What follows belongs to an exercise in optimizing a design on an open flow for small area and a short achievable clock period; a production flow would make more cautious choices.
RTL that was checked went through simulation tests only; none was proved equivalent to the original.
Function not checked in run 1: the RTL went through the layout flow alone.
Power is estimated from default activity; no workload was simulated.

==> flow/design.v (outline; a module is shown in full before it is edited, if it fits) <==
// module fmultiplier: 1375 lines
// module fmul_fa: 10 lines
// module fmul_ha: 9 lines
module fmultiplier (
  input  logic        clk,
  input  logic        reset_n,
  input  logic [31:0] A,
  input  logic [31:0] B,
  output logic [31:0] result,
  output logic        exception
);
  // ...
==> flow/flow/run.sh <==
#!/bin/bash
# Own layout flow: the standard layout (standard.sh), with the synthesis
# script changed by flow/mksynth.sh (the design's full/half-adder modules mapped
# onto the library's adder cells; no early abc -fast) and with Yosys's own
# full-adder extraction off (ADDER_MAP_FILE empty), since the design's adders
# are already cells. Extra make variables, if any, come from flow/make_args.
# Registers, their names and all steps after synthesis are the standard flow's.
set -euo pipefail
W=$PWD
bash flow/mksynth.sh "$W/synth_recipe.tcl" "$W" > flow_mksynth.log 2>&1
sed -e "s#$W/synth_recipe.tcl#$W/flow_synth.tcl#" standard.sh > flow_standard.sh
grep -q flow_synth.tcl flow_standard.sh
args=(ADDER_MAP_FILE=)
if [[ -f flow/make_args ]]; then
  while read -r a; do [[ -n "$a" ]] && args+=("$a"); done < flow/make_args
fi
echo "make args: ${args[*]}" > flow_make.log
bash flow_standard.sh "${args[@]}" finish >> flow_make.log 2>&1
==> flow/flow/mksynth.sh <==
#!/bin/bash
# usage: mksynth.sh FLOW_SYNTH_TCL OUTDIR
# Writes OUTDIR/flow_synth.tcl and OUTDIR/flow_synth_core.tcl: the standard flow's synthesis
# script (ORFS synthesis without fsm/share, then flatten and rename) with two
# changes: each fmul_fa / fmul_ha instance of the design becomes the library's
# full / half adder cell (the modules have the cells' pin names and functions),
# and Yosys's synth runs without its early "abc -fast" pass.
set -euo pipefail
src=$1; out=$2
core=$out/flow_synth_core.tcl
awk -v fa="${FA_CELL:-sky130_fd_sc_hd__fa_1}" '
  { print }
  /^hierarchy -check -top \$::env\(DESIGN_NAME\)$/ && !done {
    print "# map the design'"'"'s full-adder modules onto the library cell"
    print "chtype -map fmul_fa " fa
    print "chtype -map fmul_ha sky130_fd_sc_hd__ha_1"
    print "read_liberty -overwrite -setattr liberty_cell -lib {*}$::env(LIB_FILES)"
    print "hierarchy -check -top $::env(DESIGN_NAME)"
    done = 1
  }' "$FLOW_HOME/scripts/synth.tcl" > "$core"
grep -q "chtype -map fmul_fa" "$core"
sed -e 's/yosys synth -nofsm -noshare /yosys synth -nofsm -noshare -noabc /' \
    -e "s#source \$::env(SCRIPTS_DIR)/synth.tcl#source $core#" "$src" > "$out/flow_synth.tcl"
grep -q -- "-noabc" "$out/flow_synth.tcl"
grep -q "$core" "$out/flow_synth.tcl"
==> flow/standard.sh <==
#!/bin/bash
# synth_recipe.tcl (not shown) runs the flow's synth.tcl, then flattens the netlist and writes it again
# the make line also repeats each setting of config.mk as NAME=value (left out here)
make -C /OpenROAD-flow-scripts/flow DESIGN_CONFIG=/design/flow/config.mk WORK_HOME=/design/flow/orfs CLKGATE_MAP_FILE= SYNTH_SCRIPT=/design/flow/synth_recipe.tcl "${@:-finish}"
==> flow/config.mk <==
export PLATFORM = sky130hd
export DESIGN_NAME = fmultiplier
export DESIGN_NICKNAME = fmultiplier
export VERILOG_FILES = /design/flow/design.v
export SDC_FILE = /design/flow/constraint.sdc
export NUM_CORES = 4
export LEC_CHECK = 0
export CAP_MARGIN = 20
export CORE_MARGIN = 2
export CORE_UTILIZATION = 55
export PLACE_DENSITY = 0.7
export SETUP_SLACK_MARGIN = 4
export SLEW_MARGIN = 20
==> flow/constraint.sdc <==
create_clock -name core_clock -period 10.0 [get_ports {clk}]
set_input_delay 2.0000 -clock core_clock [delete_from_list [all_inputs] [get_ports {clk}]]
set_output_delay 2.0000 -clock core_clock [all_outputs]
set_load 0.01 [all_outputs]
==> flow_metrics.env, run 1 <==
export IMPL_status="complete, no violations"
export IMPL_n_all_inverters=63
export IMPL_nonClkBufAreaFrac=0.0586
export IMPL_largest_cell_class="multi-input combinational cells"
export IMPL_rr_startpoint="pq[44]"
export IMPL_drtAntennaViolNets=0
export IMPL_dieHeight_um=196
export IMPL_crit_path_start="A[12]"
export IMPL_multi_input_area_share=0.741
export IMPL_gr_total_overflow=0
export IMPL_final_cell_area_um2=22200
export IMPL_io_pins=99
export IMPL_wirelength_um=58300
export IMPL_setup_tns_ps=0
export IMPL_place_gp_congestion=0.950
export IMPL_multiInputGateArea_um2=16400
export IMPL_timing_final_crit_period_ps=5680
export IMPL_synth_main_ff_cell="dfxtp_1"
export IMPL_crit_top_cell="fa_1"
export IMPL_pg_clk_w=0.000647
export IMPL_h_tree_depth=4
export IMPL_wl_met1_um=22500
export IMPL_endpoint="pq[39]"
export IMPL_buffers=144
export IMPL_switchingPower_w=0.00444
export IMPL_powerComb_w=0.00686
export IMPL_avgSynthCellArea_um2=10.0
export IMPL_maxCapViolCount=0
export IMPL_yosysSeqAreaShare=0.149
export IMPL_drc=0
export IMPL_peakVddDrop_v=0.000378
export IMPL_start_util=0.556
export IMPL_seq_power_w=0.00105
export IMPL_postCtsSetupRepairBufs=0
==> inputs of run 2 (changes only) <==
--- a/flow/design.v
+++ b/flow/design.v
@@ -1187,34 +1187,51 @@
       zero_q <= zero_d;
       sign_q <= sign_d;
     end
   end
   always_ff @(posedge clk) begin
     exp_q <= exp_d;
     pq    <= pd;
   end
-  logic s1536, c1537, s1538, c1539, s1540, c1541, s1542, c1543, s1544, c1545, s1546, c1547, s1548, c1549, s1550, c1551, s1552, c1553, s1554, c1555, s1556, c1557, s1558, c1559, s1560, c1561, s1562, c1563, s1564, c1565, s1566, c1567, s1568, c1569, s1570, c1571, s1572, c1573, s1574, c1575, s1576, c1577, s1578, c1579, s1580, c1581, s1582, c1583, s1584, c1585, s1586, c1587, t1588, k1589, t1590, k1591, t1592, k1593, t1594, k1595, t1596, k1597, t1598, k1599, t1600, k1601, t1602, k1603, t1604, k1605, t1606, k1607, t1608, k1609, t1610, k1611, t1612, k1613, t1614, k1615, t1616, k1617, t1618, k1619, t1620, k1621, t1622, k1623, t1624, k1625, t1626, k1627, t1628, k1629, t1630, k1631, t1632, k1633, t1634, k1635, t1636, k1637, t1638, k1639, t1640, k1641, t1642, k1643, t1644, k1645, t1646, k1647, t1648, k1649, t1650, k1651, t1652, k1653, t1654, k1655, t1656, k1657, t1658, k1659, t1660, k1661, t1662, k1663, t1664, k1665, t1666, k1667, t1668, k1669, t1670, k1671, t1672, k1673, t1674, k1675, t1676, k1677, t1678, k1679, t1680, k1681;
-  fmul_fa u_s1536 (.A(pq[40]), .B(pq[41]), .CIN(1'b1), .SUM(s1536), .COUT(c1537));
-  fmul_fa u_s1538 (.A(pq[44]), .B(pq[45]), .CIN(1'b1), .SUM(s1538), .COUT(c1539));
-  fmul_fa u_s1540 (.A(pq[9]), .B(pq[10]), .CIN(1'b1), .SUM(s1540), .COUT(c1541));
-  fmul_fa u_s1542 (.A(pq[12]), .B(pq[13]), .CIN(1'b1), .SUM(s1542), .COUT(c1543));
-  fmul_fa u_s1544 (.A(pq[14]), .B(pq[15]), .CIN(1'b1), .SUM(s1544), .COUT(c1545));
-  fmul_fa u_s1546 (.A(pq[16]), .B(pq[17]), .CIN(1'b1), .SUM(s1546), .COUT(c1547));
-  fmul_fa u_s1548 (.A(pq[18]), .B(pq[19]), .CIN(1'b1), .SUM(s1548), .COUT(c1549));
-  fmul_fa u_s1550 (.A(pq[20]), .B(pq[21]), .CIN(1'b1), .SUM(s1550), .COUT(c1551));
-  fmul_fa u_s1552 (.A(pq[22]), .B(pq[23]), .CIN(1'b1), .SUM(s1552), .COUT(c1553));
-  fmul_fa u_s1554 (.A(pq[24]), .B(pq[25]), .CIN(1'b1), .SUM(s1554), .COUT(c1555));
-  fmul_fa u_s1556 (.A(pq[26]), .B(pq[27]), .CIN(1'b1), .SUM(s1556), .COUT(c1557));
-  fmul_fa u_s1558 (.A(pq[28]), .B(pq[29]), .CIN(1'b1), .SUM(s1558), .COUT(c1559));
-  fmul_fa u_s1560 (.A(pq[30]), .B(pq[31]), .CIN(1'b1), .SUM(s1560), .COUT(c1561));
-  fmul_fa u_s1562 (.A(pq[32]), .B(pq[33]), .CIN(1'b1), .SUM(s1562), .COUT(c1563));
-  fmul_fa u_s1564 (.A(pq[34]), .B(pq[35]), .CIN(1'b1), .SUM(s1564), .COUT(c1565));
-  fmul_fa u_s1566 (.A(pq[36]), .B(pq[37]), .CIN(1'b1), .SUM(s1566), .COUT(c1567));
-  fmul_fa u_s1568 (.A(pq[38]), .B(pq[39]), .CIN(1'b1), .SUM(s1568), .COUT(c1569));
+  logic s1536, c1537, s1538, c1539, s1540, c1541, s1542, c1543, s1544, c1545, s1546, c1547, s1548, c1549, s1550, c1551, s1552, c1553, s1554, c1555, s1556, c1557, s1558, c1559, s1560, c1561, s1562, c1563, s1564, c1565, s1566, c1567, s1568, c1569, s1570, c1571, s1572, c1573, s1574, c1575, s1576, c1577, s1578, c1579, s1580, c1581, s1582, c1583, s1584, c1585, s1586, c1587, t1588, k1589, t1590, k1591, t1592, k1593, t1594, k1595, t1596, k1597, t1598, k1599, t1600, k1601, t1602, k1603, t1604, k1605, t1606, k1607, t1608, k1609, t1610, k1611, t1612, k1613, t1614, k1615, t1616, k1617, t1618, k1619, t1620, k1621, t1622, k1623, t1624, k1625, t1626, k1627, t1628, k1629, t1630, k1631, t1632, k1633, t1634, k1635, t1636, k1637, t1638, k1639, t1640, k1641, t1642, k1643, t1644, k1645, t1646, k1647, t1648, k1649, t1650, k1651, t1652, k1653, t1654, k1655, t1656, k1657, t1658, k1659, t1660, k1661, t1662, k1663, t1664, k1665, t1666, k1667, t1668, k1669, t1670, k1671, t1672, k1673, t1674, k1675, t1676, k1677, t1678, k1679;
+  assign s1536 = ~(pq[40] ^ pq[41]);
+  assign c1537 = pq[40] | pq[41];
+  assign s1538 = ~(pq[44] ^ pq[45]);
+  assign c1539 = pq[44] | pq[45];
+  assign s1540 = ~(pq[9] ^ pq[10]);
+  assign c1541 = pq[9] | pq[10];
+  assign s1542 = ~(pq[12] ^ pq[13]);
+  assign c1543 = pq[12] | pq[13];
+  assign s1544 = ~(pq[14] ^ pq[15]);
+  assign c1545 = pq[14] | pq[15];
+  assign s1546 = ~(pq[16] ^ pq[17]);
+  assign c1547 = pq[16] | pq[17];
+  assign s1548 = ~(pq[18] ^ pq[19]);
+  assign c1549 = pq[18] | pq[19];
+  assign s1550 = ~(pq[20] ^ pq[21]);
+  assign c1551 = pq[20] | pq[21];
+  assign s1552 = ~(pq[22] ^ pq[23]);
+  assign c1553 = pq[22] | pq[23];
+  assign s1554 = ~(pq[24] ^ pq[25]);
+  assign c1555 = pq[24] | pq[25];
+  assign s1556 = ~(pq[26] ^ pq[27]);
+  assign c1557 = pq[26] | pq[27];
+  assign s1558 = ~(pq[28] ^ pq[29]);
+  assign c1559 = pq[28] | pq[29];
+  assign s1560 = ~(pq[30] ^ pq[31]);
+  assign c1561 = pq[30] | pq[31];
+  assign s1562 = ~(pq[32] ^ pq[33]);
+  assign c1563 = pq[32] | pq[33];
+  assign s1564 = ~(pq[34] ^ pq[35]);
+  assign c1565 = pq[34] | pq[35];
+  assign s1566 = ~(pq[36] ^ pq[37]);
+  assign c1567 = pq[36] | pq[37];
+  assign s1568 = ~(pq[38] ^ pq[39]);
+  assign c1569 = pq[38] | pq[39];
   fmul_fa u_s1570 (.A(s1536), .B(pq[42]), .CIN(pq[43]), .SUM(s1570), .COUT(c1571));
   fmul_fa u_s1572 (.A(c1537), .B(s1538), .CIN(pq[46]), .SUM(s1572), .COUT(c1573));
   fmul_fa u_s1574 (.A(c1539), .B(pq[47]), .CIN(pq[48]), .SUM(s1574), .COUT(c1575));
   fmul_fa u_s1576 (.A(pq[49]), .B(pq[50]), .CIN(pq[51]), .SUM(s1576), .COUT(c1577));
   fmul_fa u_s1578 (.A(pq[52]), .B(pq[53]), .CIN(pq[54]), .SUM(s1578), .COUT(c1579));
   fmul_fa u_s1580 (.A(pq[55]), .B(pq[56]), .CIN(pq[57]), .SUM(s1580), .COUT(c1581));
   fmul_fa u_s1582 (.A(pq[58]), .B(pq[59]), .CIN(pq[60]), .SUM(s1582), .COUT(c1583));
   fmul_fa u_s1584 (.A(pq[61]), .B(pq[62]), .CIN(pq[63]), .SUM(s1584), .COUT(c1585));
@@ -1267,20 +1284,19 @@
   fmul_ha u_t1664 (.A(pq[78]), .B(pq[79]), .SUM(t1664), .COUT(k1665));
   fmul_ha u_t1666 (.A(pq[80]), .B(pq[81]), .SUM(t1666), .COUT(k1667));
   fmul_ha u_t1668 (.A(pq[82]), .B(pq[83]), .SUM(t1668), .COUT(k1669));
   fmul_ha u_t1670 (.A(pq[84]), .B(pq[85]), .SUM(t1670), .COUT(k1671));
   fmul_ha u_t1672 (.A(pq[86]), .B(pq[87]), .SUM(t1672), .COUT(k1673));
   fmul_ha u_t1674 (.A(pq[88]), .B(pq[89]), .SUM(t1674), .COUT(k1675));
   fmul_ha u_t1676 (.A(pq[90]), .B(pq[91]), .SUM(t1676), .COUT(k1677));
   fmul_ha u_t1678 (.A(pq[92]), .B(pq[93]), .SUM(t1678), .COUT(k1679));
-  fmul_ha u_t1680 (.A(1'b0), .B(pq[95]), .SUM(t1680), .COUT(k1681));
   logic [47:0] t, k, g;
-  assign t = {1'b0, t1680, t1678, t1676, t1674, t1672, t1670, t1668, t1666, t1664, t1662, t1660, t1658, t1656, t1654, t1652, t1650, t1648, t1646, t1644, t1642, t1640, t1638, t1636, t1634, t1632, t1630, t1628, t1626, t1624, t1622, t1620, t1618, t1616, t1614, t1612, t1610, t1608, t1606, t1604, t1602, t1600, t1598, t1596, t1594, t1592, t1590, t1588};
-  assign k = {1'b1, k1681, k1679, k1677, k1675, k1673, k1671, k1669, k1667, k1665, k1663, k1661, k1659, k1657, k1655, k1653, k1651, k1649, k1647, k1645, k1643, k1641, k1639, k1637, k1635, k1633, k1631, k1629, k1627, k1625, k1623, k1621, k1619, k1617, k1615, k1613, k1611, k1609, k1607, k1605, k1603, k1601, k1599, k1597, k1595, k1593, k1591, k1589};
+  assign t = {1'b0, pq[95], t1678, t1676, t1674, t1672, t1670, t1668, t1666, t1664, t1662, t1660, t1658, t1656, t1654, t1652, t1650, t1648, t1646, t1644, t1642, t1640, t1638, t1636, t1634, t1632, t1630, t1628, t1626, t1624, t1622, t1620, t1618, t1616, t1614, t1612, t1610, t1608, t1606, t1604, t1602, t1600, t1598, t1596, t1594, t1592, t1590, t1588};
+  assign k = {1'b1, 1'b0, k1679, k1677, k1675, k1673, k1671, k1669, k1667, k1665, k1663, k1661, k1659, k1657, k1655, k1653, k1651, k1649, k1647, k1645, k1643, k1641, k1639, k1637, k1635, k1633, k1631, k1629, k1627, k1625, k1623, k1621, k1619, k1617, k1615, k1613, k1611, k1609, k1607, k1605, k1603, k1601, k1599, k1597, k1595, k1593, k1591, k1589};
   assign g = ~(t | k);    
   logic [46:0] gg [0:6];
   logic [46:0] pp [0:6];
   assign gg[0] = g[46:0];
   assign pp[0] = t[46:0];
   for (genvar l = 0; l < 6; l++) begin : g_lvl
     for (genvar i = 0; i < 47; i++) begin : g_bit
       if (((i >> l) & 1) == 1) begin : g_comb
==> flow/flow/make_args (new file) <==
BUFFER_PORTS_ARGS=-buffer_cell sky130_fd_sc_hd__buf_4
==> flow/config.mk (replaced) <==
export PLATFORM = sky130hd
export DESIGN_NAME = fmultiplier
export DESIGN_NICKNAME = fmultiplier
export VERILOG_FILES = /design/flow/design.v
export SDC_FILE = /design/flow/constraint.sdc
export NUM_CORES = 4
export LEC_CHECK = 0
export CAP_MARGIN = 20
export CORE_MARGIN = 2
export CORE_UTILIZATION = 55
export PLACE_DENSITY = 0.7
export SETUP_SLACK_MARGIN = 4.5
export SLEW_MARGIN = 20
==> flow_metrics.env, run 2 <==
export IMPL_antenna_found_initial=2
export IMPL_yosysSeqAreaShare=0.149
export IMPL_multiInputGateArea_um2=16300
export IMPL_synth_commonest_cells="nand2_1 (583), fa_1 (489), clkbuf_1 (170)"
export IMPL_cts_inserted_buffers=17
export IMPL_avgSynthCellArea_um2=9.87
export IMPL_cts_resized=0
export IMPL_viasPerCell=6.17
export IMPL_power_density_nw_per_um2=389
export IMPL_setup_tns_ps=0
export IMPL_vias=15300
export IMPL_gr_total_overflow=0
export IMPL_dieArea_um2=38400
export IMPL_synth_top_cell_area_share=0.483
export IMPL_synth_main_ff_cell="dfxtp_1"
export IMPL_timing_final_crit_period_ps=5210
export IMPL_drtIter0Drc=1530
export IMPL_cts_clk_slew_worst_paths_ps=70
export IMPL_synthCells=2054
export IMPL_rsz0062_at_grt="no"
export IMPL_p_int_w=0.00401
export IMPL_min_period_over_period=0.521
export IMPL_seq_area_um2=3030
export IMPL_nNetsFinal=2590
export IMPL_cts_sinks=142
export IMPL_place_gp_congestion=0.947
export IMPL_switchingPower_w=0.00436
export IMPL_postCtsSetupRepairBufs=0
export IMPL_p_clk_frac=0.075
export IMPL_cts_root_buf="clkbuf_16"
export IMPL_yosys_area_top_type="fa_1"
export IMPL_path_max_fanout=25
export IMPL_track_usage=0.311
export IMPL_p_leak_nw=7.80
export IMPL_drc=0
export IMPL_maxCapViolCount=0
export IMPL_rows=70
export IMPL_finalClockSkew_ps=12.0
export IMPL_die_w_um=196
export IMPL_final_cell_area_um2=21500
export IMPL_critPathKind="in -> reg"
export IMPL_largest_reg_flops=95
export IMPL_setup_violations=0
export IMPL_cp_end_kind="register"
export IMPL_drt_pass1_iter_count=5
export IMPL_io_buffers=98
export IMPL_dieHeight_um=196
export IMPL_area_growth_pct=6.02
export IMPL_drive_above_1_share=0.0916
export IMPL_largest_registers="pq: 95 flops, result: 32 flops, exp_q: 10 flops"
export IMPL_tightest_slew_ps=912
export IMPL_drtAntennaViolNets=0
export IMPL_min_path_type="reg -> reg"
export IMPL_grt_max_degree=38
export IMPL_placedInstanceArea_um2=20900
export IMPL_arrival_ps=5520
export IMPL_synth_edff_count=0
export IMPL_wirelength_um=57100
export IMPL_start_util=0.557
export IMPL_fmax_mhz=192
export IMPL_largest_register="pq"
export IMPL_layout_commonest_cell="nand2_1"
export IMPL_hold_violations=0
export IMPL_ys_ff_latch=142
export IMPL_p_comb_frac=0.800
export IMPL_synthArstFlopShare=0.261
export IMPL_syn_area_um2=20300
export IMPL_wire_per_inst_um=23.1
export IMPL_peakVddDrop_v=0.000280
export IMPL_synth_area_top_cells="fa_1 (48%), nand2_1 (11%), dfxtp_1 (10%)"
export IMPL_h_tree_depth=4
export IMPL_clk_path_buf_depth=2
export IMPL_cp_start_kind="input pin"
export IMPL_slew_headroom=0.389
export IMPL_insertion_delay_ps=440
export IMPL_status="complete, no violations"
export IMPL_grt_pass1_vias=16200
export IMPL_design_core_area_um2=36400
export IMPL_synthMostInstantiatedCell="nand2_1"
export IMPL_grt_pass1_wl_um=90600
export IMPL_maxSlewViolCount=0
export IMPL_hold_buffers=0
export IMPL_io_pins=99
export IMPL_hpwl_um=41300
export IMPL_synth_distinct_cells=80
export IMPL_layout_common_cells="nand2_1 (583), fa_1 (489), dfxtp_1 (105), buf_4 (100), nor2_1 (71)"
export IMPL_power_frac_seq=0.125
export IMPL_p_sw_frac=0.521
export IMPL_required_ps=10300
export IMPL_fill_cells=3118
export IMPL_cts_tree="done"
export IMPL_yosysWarnings=3
[run 2: cell count changes in the layout (fill, tap and decap cells not counted), moves of 11 or more]
| cell | before | now |
|---|---|---|
| fa_1 | 506 | 489 |
| clkdlybuf4s50_1 | 93 | 0 |
| nand3_1 | 27 | 16 |
| conb_1 | 18 | 0 |
| o21ai_1 | 14 | 3 |
| or2_2 | 6 | 26 |
| o21ai_0 | 27 | 42 |
| buf_4 | 46 | 100 |
[run 2: cells by family (layout without fill, tap and decap cells)]
group,count (synthesis),count (layout),synth area share
fa+ha+maj,533,533,0.509
other cells,0,1,0
buf+inv,236,191,0.0449
flops,142,142,0.149
xor+xnor,94,94,0.0406
simple gates,839,839,0.180
mux,17,17,0.00852
compound gates,193,193,0.0678
[run 2: metal layers]
| metal | vias to the layer above | wire [um] | track usage |
|---|---|---|---|
| met2 | 981 | 25700 | 0.473 |
| met3 | 165 | 7090 | 0.0968 |
| met1 | 7725 | 22400 | 0.425 |
| met4 | 0 | 1900 | 0.112 |
| met5 | - | 0 | 0 |
| li1 | 6426 | - | - |
[run 2: path summary, 6_finish.rpt]
| check | start | to | slack [ps] | cells after the start |
|---|---|---|---|---|
| hold reg to reg | sign_q | result[31] | 470 | 1 |
| setup / recovery | B[17] | pq[48] | 4790 | 8 |
| setup reg to reg | pq[24] | result[25] | 4930 | 12 |
| max in group asynchronous | reset_n | zero_q | 8130 | 1 |
| min in group asynchronous | reset_n | result[3] | 1510 | 1 |
| hold / removal | sign_q | result[31] | 470 | 1 |
[run 2: area by class of cell]
cell class,instances,share of cell area
Multi-Input combinational cell,1676,0.760
Sequential cell,142,0.141
Timing Repair Buffer,100,0.0349
Tap cell,468,0.0272
Clock buffer,19,0.0211
Inverter,59,0.0103
Clock inverter,13,0.00541
Antenna cell,1,0.000116
[run 2: power groups by stage]
stage | combinational, W | sequential, W | clock [W]
floorplan | 0.00495 | 0.00103 | 0
global placement | 0.00642 | 0.00105 | 0
detailed placement | 0.00659 | 0.00106 | 0
CTS | 0.00662 | 0.00105 | 0.000632
global route | 0.00745 | 0.00107 | 0.000658
finish | 0.00670 | 0.00105 | 0.000625
[run 2: critical path, stage by stage]
cell     delay (ps)
buf_4           340
nand2_1         170
fa_1            540
fa_1            640
fa_1            440
fa_1            480
fa_1            500
fa_1            400
[run 2: per-stage QoR]
stage	setup WS (ps)	power (W)	instances	utilization	hold WS [ps]
2_1_floorplan	4480	0.00598	2054	-	439
3_3_place_gp	4440	0.00747	2445	0.574	453
3_5_place_dp	4410	0.00765	2445	0.574	473
4_1_cts	4850	0.00830	2477	0.590	472
5_1_grt	4580	0.00918	2478	0.590	477
6_report	4790	0.00837	2478	0.590	466
==> inputs of run 3 (changes only) <==
--- a/flow/config.mk
+++ b/flow/config.mk
@@ -7,7 +7,8 @@
 export LEC_CHECK = 0
 export CAP_MARGIN = 20
 export CORE_MARGIN = 2
-export CORE_UTILIZATION = 55
-export PLACE_DENSITY = 0.7
+export CORE_UTILIZATION = 65
+export CTS_BUF_LIST = sky130_fd_sc_hd__clkbuf_4 sky130_fd_sc_hd__clkbuf_8
+export PLACE_DENSITY = 0.75
 export SETUP_SLACK_MARGIN = 4.5
 export SLEW_MARGIN = 20
==> flow_metrics.env, run 3 <==
export IMPL_status="complete, no violations"
export IMPL_setup_tns_ps=0
export IMPL_num_antenna_cells=0
export IMPL_maxSlewViolCount=0
export IMPL_final_util=0.692
export IMPL_synth_commonest_cells="nand2_1 (583), fa_1 (489), clkbuf_1 (170)"
export IMPL_place_gp_congestion=0.948
export IMPL_cts_resized=0
export IMPL_placedInstanceArea_um2=20800
export IMPL_critPathKind="in -> reg"
export IMPL_slew_headroom=0.413
export IMPL_path_max_fanout=25
export IMPL_crit_top_cell="fa_1"
export IMPL_cts_root_buf="clkbuf_8"
export IMPL_dieArea_um2=32600
export IMPL_finalClockSkew_ps=19.5
export IMPL_required_ps=10330
export IMPL_p_clk_frac=0.054
export IMPL_wire_per_inst_um=23.3
export IMPL_p_leak_nw=7.73
export IMPL_crit_path_max_incr_delay_ps=610
export IMPL_antenna_found_initial=2
export IMPL_synth_compound_area_share=0.0678
export IMPL_synthXorXnorAreaFrac=0.0406
export IMPL_layout_commonest_cell="nand2_1"
export IMPL_clk_path_buf_depth=2
export IMPL_syn_area_um2=20300
export IMPL_hold_violations=0
export IMPL_final_cell_area_um2=21200
export IMPL_postCtsSetupRepairBufs=0
export IMPL_slowest_stage="fa_1"
export IMPL_grt_max_degree=38
export IMPL_cts_clk_slew_worst_paths_ps=80
export IMPL_power_density_nw_per_um2=393
export IMPL_path_cells="buf_4, nand2_1, fa_1, fa_1, fa_1, fa_1, fa_1, fa_1"
export IMPL_multiInputGateArea_um2=16300
export IMPL_rows=64
export IMPL_largest_reg_flops=95
export IMPL_synthCells=2054
export IMPL_synth_top_cell_area_share=0.483
export IMPL_switchingPower_w=0.00441
export IMPL_p_total_w=0.00833
export IMPL_maxCapViolCount=0
export IMPL_hpwl_um=40800
export IMPL_arrival_ps=5560
export IMPL_synth_area_top_cells="fa_1 (48%), nand2_1 (11%), dfxtp_1 (10%)"
export IMPL_synth_top_family_by_area="adder cells"
export IMPL_cts_tree="done"
export IMPL_vias=15300
export IMPL_wirelength_um=56000
export IMPL_synth_main_ff_cell="dfxtp_1"
export IMPL_drive_above_1_share=0.0925
export IMPL_synthArstFlopShare=0.261
export IMPL_hold_buffers=0
export IMPL_design_core_area_um2=30700
export IMPL_yosys_area_share_simple=0.180
export IMPL_yosys_area_top_type="fa_1"
export IMPL_min_period_over_period=0.523
export IMPL_cts_sinks=142
export IMPL_die_w_um=181
export IMPL_synth_fa_ha_area_frac=0.509
export IMPL_layout_common_cells="nand2_1 (583), fa_1 (489), dfxtp_1 (105), buf_4 (101), nor2_1 (71)"
export IMPL_drtIter0Drc=1835
export IMPL_track_usage=0.356
export IMPL_grt_pass1_vias=16400
export IMPL_peakVddDrop_v=0.000406
export IMPL_avgSynthCellArea_um2=9.87
export IMPL_gr_total_overflow=0
export IMPL_p_sw_frac=0.529
export IMPL_cts_inserted_buffers=17
export IMPL_dieHeight_um=181
export IMPL_fmax_mhz=191
export IMPL_seq_area_um2=3030
export IMPL_h_tree_depth=4
export IMPL_synthMostInstantiatedCell="nand2_1"
export IMPL_drc=0
export IMPL_p_comb_frac=0.820
export IMPL_largest_register="pq"
export IMPL_largest_registers="pq: 95 flops, result: 32 flops, exp_q: 10 flops"
export IMPL_cp_end_kind="register"
export IMPL_p_int_w=0.00392
export IMPL_grt_pass1_wl_um=88900
export IMPL_nNetsFinal=2591
export IMPL_area_growth_pct=4.68
export IMPL_setup_violations=0
export IMPL_insertion_delay_ps=490
export IMPL_io_pins=99
export IMPL_viasPerCell=6.35
export IMPL_tightest_slew_ps=876
export IMPL_synthMuxAreaShare=0.00852
export IMPL_synth_edff_count=0
export IMPL_start_util=0.661
export IMPL_holdWs_ps=496
export IMPL_drt_pass1_iter_count=6
export IMPL_yosysWarnings=3
export IMPL_timing_final_crit_period_ps=5230
export IMPL_io_buffers=98
export IMPL_yosysSeqAreaShare=0.149
export IMPL_synth_distinct_cells=80
export IMPL_drtAntennaViolNets=0
export IMPL_fill_cells=2296
export IMPL_ys_ff_latch=142
export IMPL_rsz0062_at_grt="no"
export IMPL_power_frac_seq=0.126
export IMPL_min_path_type="reg -> reg"
export IMPL_cp_start_kind="input pin"
==> run 3: cell counts after synthesis <==
Identical to the previous run, type by type.
==> run 3: cell families after synthesis <==
family          after synthesis
compound gates              193
xor+xnor                     94
fa+ha+maj                   533
buf+inv                     236
flops                       142
mux                          17
simple gates                839
==> run 3: per-stage QoR <==
| step | setup slack [ps] | instances |
|---|---|---|
| after global routing | 4550 | 2406 |
| after global placement | 4380 | 2374 |
| after floorplan | 4480 | 2054 |
| after CTS | 4830 | 2406 |
| final | 4770 | 2406 |
| after detailed placement | 4340 | 2374 |
==> run 3: power groups by stage <==
stage	Combinational (W)	Clock (W)	Sequential, W
after floorplan	0.00495	0	0.00103
after global placement	0.00649	0	0.00105
after detailed placement	0.00667	0	0.00106
after CTS	0.00670	0.000458	0.00104
after global routing	0.00755	0.000476	0.00107
final	0.00683	0.000452	0.00105
==> run 3: area by class of cell <==
cell class,count,area share
multi-input cells,1676,0.770
flip-flops and latches,142,0.143
well taps,396,0.0233
clock inverters,12,0.00531
clock buffers,20,0.0124
inverters,59,0.0104
repair buffers,101,0.0357
==> run 3: critical path, delay by kind of cell <==
| family | cells | cell delay [ps] |
|---|---|---|
| adder cells (fa/ha/maj) | 6 | 3080 |
| buffers and inverters | 1 | 320 |
| AND/OR/NAND/NOR | 1 | 140 |
==> run 3: worst paths after layout <==
path                          from    endpoint  slack [ps]  depth (start not counted)
setup / recovery             B[18]      pq[39]        4770                          8
hold / removal              sign_q  result[31]         500                          1
setup reg to reg            pq[44]  result[30]        4930                         14
hold reg to reg             sign_q  result[31]         500                          1
max in group asynchronous  reset_n      zero_q        8190                          1
min in group asynchronous  reset_n   result[2]        1460                          1
==> run 3: metal layers <==
metal	wire, um	global-route usage
met5	13	0
met4	1680	0.110
met3	7060	0.111
met2	25100	0.539
met1	22200	0.500

==> re-timing with driven ports <==
The flow's constraints put no driver on any port. The routed layouts listed below were extracted and timed again, unchanged, in two steps.
Step 1: set_driving_cell puts a clkbuf_16 on clk and a buf_2 on each other input, an assumption about the parent block.
Step 2 moves the port delays by t, midway between the first and last clock arrival at a register: inputs arrive t later, outputs are due t later. That takes back most of the time a late clock gives input paths.
Slacks: ideal ports / drivers / drivers and shift; pairs: ideal ports / drivers.
run	t (ns)	slack for setup (ns)	worst setup path at the end
run 1	0.484	4.321 / 4.310 / 3.826	input to register
run 2	0.483	4.786 / 4.803 / 4.320	input to register
run 3	0.515	4.768 / 4.773 / 4.258	input to register
After both steps setup and hold are still met in every run listed. For run 3, which loses most, drivers alone change the setup slack by +0.005 ns; drivers and shift together by -0.510 ns.
